Background: an optimization exercise with open tools, aiming at small area. Do not read the settings as production practice. In this exercise RTL edits were held to simulation tests only and were not proved equivalent to the original. Power figures rest on the tool's default switching activity, not on a simulated workload.

## regfile_scoreboard
module regfile_scoreboard #(
    parameter int unsigned WIDTH    = 32,
    parameter int unsigned DEPTH    = 32,
    parameter int unsigned ZERO_REG = 1
) (
    input  logic                       clock,
    input  logic                       reset,
    input  logic                       clear,
    input  logic [$clog2(DEPTH)-1:0]   rd_sel1,
    input  logic [$clog2(DEPTH)-1:0]   rd_sel2,
    output logic [WIDTH-1:0]           rd_data1,
    output logic [WIDTH-1:0]           rd_data2,
    output logic                       rd_busy1,
    output logic                       rd_busy2,
    input  logic                       we,
    input  logic [$clog2(DEPTH)-1:0]   wr_sel,
    input  logic [WIDTH-1:0]           wr_data,
    input  logic                       claim,
    input  logic [$clog2(DEPTH)-1:0]   claim_sel,
    output logic [$clog2(DEPTH):0]     busy_count
);
For scale: ~2400 cells after synthesis, roughly 1100 flip-flops, about 130 I/O pins, ~42000 um^2 of cells after synthesis.
export LEC_CHECK = 0
export CAP_MARGIN = 0
export CORE_MARGIN = 2
export CORE_UTILIZATION = 65
export CTS_BUF_LIST = sky130_fd_sc_hd__clkbuf_4 sky130_fd_sc_hd__clkbuf_8
export PLACE_DENSITY = 0.75
export SLEW_MARGIN = 0
export SYNTH_HIERARCHICAL = 1
create_clock -name core_clock -period 8.0 [get_ports {clock}]
standard.sh (not shown) runs the stock make flow with config.mk's settings and CLKGATE_MAP_FILE= SYNTH_SCRIPT=/design/flow/synth_recipe.tcl, a recipe that flattens the netlist after the stock synthesis.
==> flow/flow/run.sh <==
#!/bin/bash
# Standard ORFS layout with two changes: the clock tree is built without dummy
# loads, from clkbuf_8 leaf buffers each driving a cluster of up to 16
# flip-flops, and the port buffers are buf_1 cells.
set -euo pipefail
bash standard.sh \
  "CTS_ARGS=-sink_clustering_enable -repair_clock_nets -dont_use_dummy_load -sink_clustering_size 16 -sink_clustering_max_diameter 60 -buf_list {sky130_fd_sc_hd__clkbuf_8}" \
  "BUFFER_PORTS_ARGS=-buffer_cell sky130_fd_sc_hd__buf_1" \
  finish > standard_flow.log 2>&1
The first run produced a clean layout.
==> next run, changes <==
Settings changed: CAP_MARGIN 0 to 10, CORE_UTILIZATION 65 to 55, PLACE_DENSITY 0.75 to 0.65, SLEW_MARGIN 0 to 10.
What happened:
- critical path depth stays the same
- cell area is higher slightly
- clock power rose slightly
- setup slack improved by 4.4 ps
- combinational power came out higher by a few percent
- die area came out higher by about a fifth
- synthesized area does not change
- synthesized cell count is unchanged
- sequential share of layout area is lower by 0.56 points
- power went up slightly
- maximum frequency is about the same

regfile_scoreboard, a different RTL version from the one above (not shown whole).
For scale: roughly 1100 flip-flops, roughly 130 I/O pins.
clock: 8.0 ns
lec_check: 0
cap_margin: 20
core_margin: 2
core_utilization: 55
cts_buf_list: sky130_fd_sc_hd__clkbuf_4 sky130_fd_sc_hd__clkbuf_8
place_density: 0.65
slew_margin: 20
synth_hierarchical: 1
run.sh (not shown) runs the stock make flow with config.mk's settings and CLKGATE_MAP_FILE= SYNTH_SCRIPT=/design/flow/synth_recipe.tcl, a recipe that flattens the netlist after the stock synthesis.
Stock flow here: none of the scripts above is used.
==> next run, changes <==
==> flow/flow/run.sh (new file) <==
#!/bin/bash
# Standard ORFS layout with two changes: the clock tree is built without dummy
# loads, from clkbuf_8 leaf buffers each driving a cluster of up to 16
# flip-flops, and the port buffers are buf_2 cells.
set -euo pipefail
bash standard.sh \
  "CTS_ARGS=-sink_clustering_enable -repair_clock_nets -dont_use_dummy_load -sink_clustering_size 16 -sink_clustering_max_diameter 60 -buf_list {sky130_fd_sc_hd__clkbuf_8}" \
  "BUFFER_PORTS_ARGS=-buffer_cell sky130_fd_sc_hd__buf_2" \
  finish > standard_flow.log 2>&1
==> flow/standard.sh (new file) <==
#!/bin/bash
# synth_recipe.tcl (not shown) runs the flow's synth.tcl, then flattens the netlist and writes it again
# the make line also repeats each setting of config.mk as NAME=value (left out here)
make -C /OpenROAD-flow-scripts/flow DESIGN_CONFIG=/design/flow/config.mk WORK_HOME=/design/flow/orfs CLKGATE_MAP_FILE= SYNTH_SCRIPT=/design/flow/synth_recipe.tcl "${@:-finish}"
- CAP_MARGIN: 20 -> 10
- SLEW_MARGIN: 20 -> 10
removed: flow/run.sh
Worst setup slack is better by 0.11 ns.
Power went down by about a fifth.
Cell area shrinks by a few percent.
Register-to-register slack gains 0.04 ns.
==> next run, changes <==
==> flow/flow/run.sh (replaced) <==
#!/bin/bash
# Standard ORFS layout with two changes: the clock tree is built without dummy
# loads from small clock buffers, and the port buffers are buf_2 cells.
set -euo pipefail
bash standard.sh \
  "CTS_ARGS=-sink_clustering_enable -repair_clock_nets -dont_use_dummy_load -buf_list {sky130_fd_sc_hd__clkbuf_4 sky130_fd_sc_hd__clkbuf_8}" \
  "BUFFER_PORTS_ARGS=-buffer_cell sky130_fd_sc_hd__buf_2" \
  finish > standard_flow.log 2>&1
The new run finished clean.
Final area grows by 2.5%.
Area after synthesis does not change.
Clock-buffer cell count grows by 85.
Via count grows by 2.5%.
Wire length grows by 0.82%.
Final cell count grows by 2.4%.
Non-clock buffer count is unchanged.
Total power grows by 13%.
Register-to-register slack barely changes.
Sequential cell count is unchanged.
Hold slack got worse by 0.011 ns.

[static timing again, ports no longer ideal]
The flow's constraints put no driver on any port. The routed layouts listed below were extracted and timed again, unchanged, in two steps.
Step 1: set_driving_cell puts a clkbuf_16 on clock and a buf_2 on each other input, an assumption about the parent block.
Step 2, shift: input delay + t, output delay - t, t = (earliest + latest rising clock arrival at the registers) / 2. This alone moves slack from input paths to output paths.
Three values: ideal, step 1, step 2; two values: the first two.
run | t, ns | setup slack, ns | latest minus earliest clock arrival (ns) | worst slew at a driven data input, ns | cell pins on the clock port's net
the first run of note 1 | 0.758 | 0.744 / 0.679 / 1.372 | 0.073 / 0.073 | 0.17 | 1
the second run of note 1 | 0.760 | 0.748 / 0.684 / 1.171 | 0.069 / 0.069 | 0.14 | 1
the first run of note 2 | 0.889 | 0.486 / 0.421 / 0.752 | 0.038 / 0.038 | 0.14 | 1
the second run of note 2 | 0.775 | 0.597 / 0.529 / 1.304 | 0.075 / 0.074 | 0.15 | 1
the third run of note 2 | 0.871 | 0.490 / 0.422 / 1.293 | 0.064 / 0.064 | 0.15 | 1
After both steps every run listed still meets setup and hold.
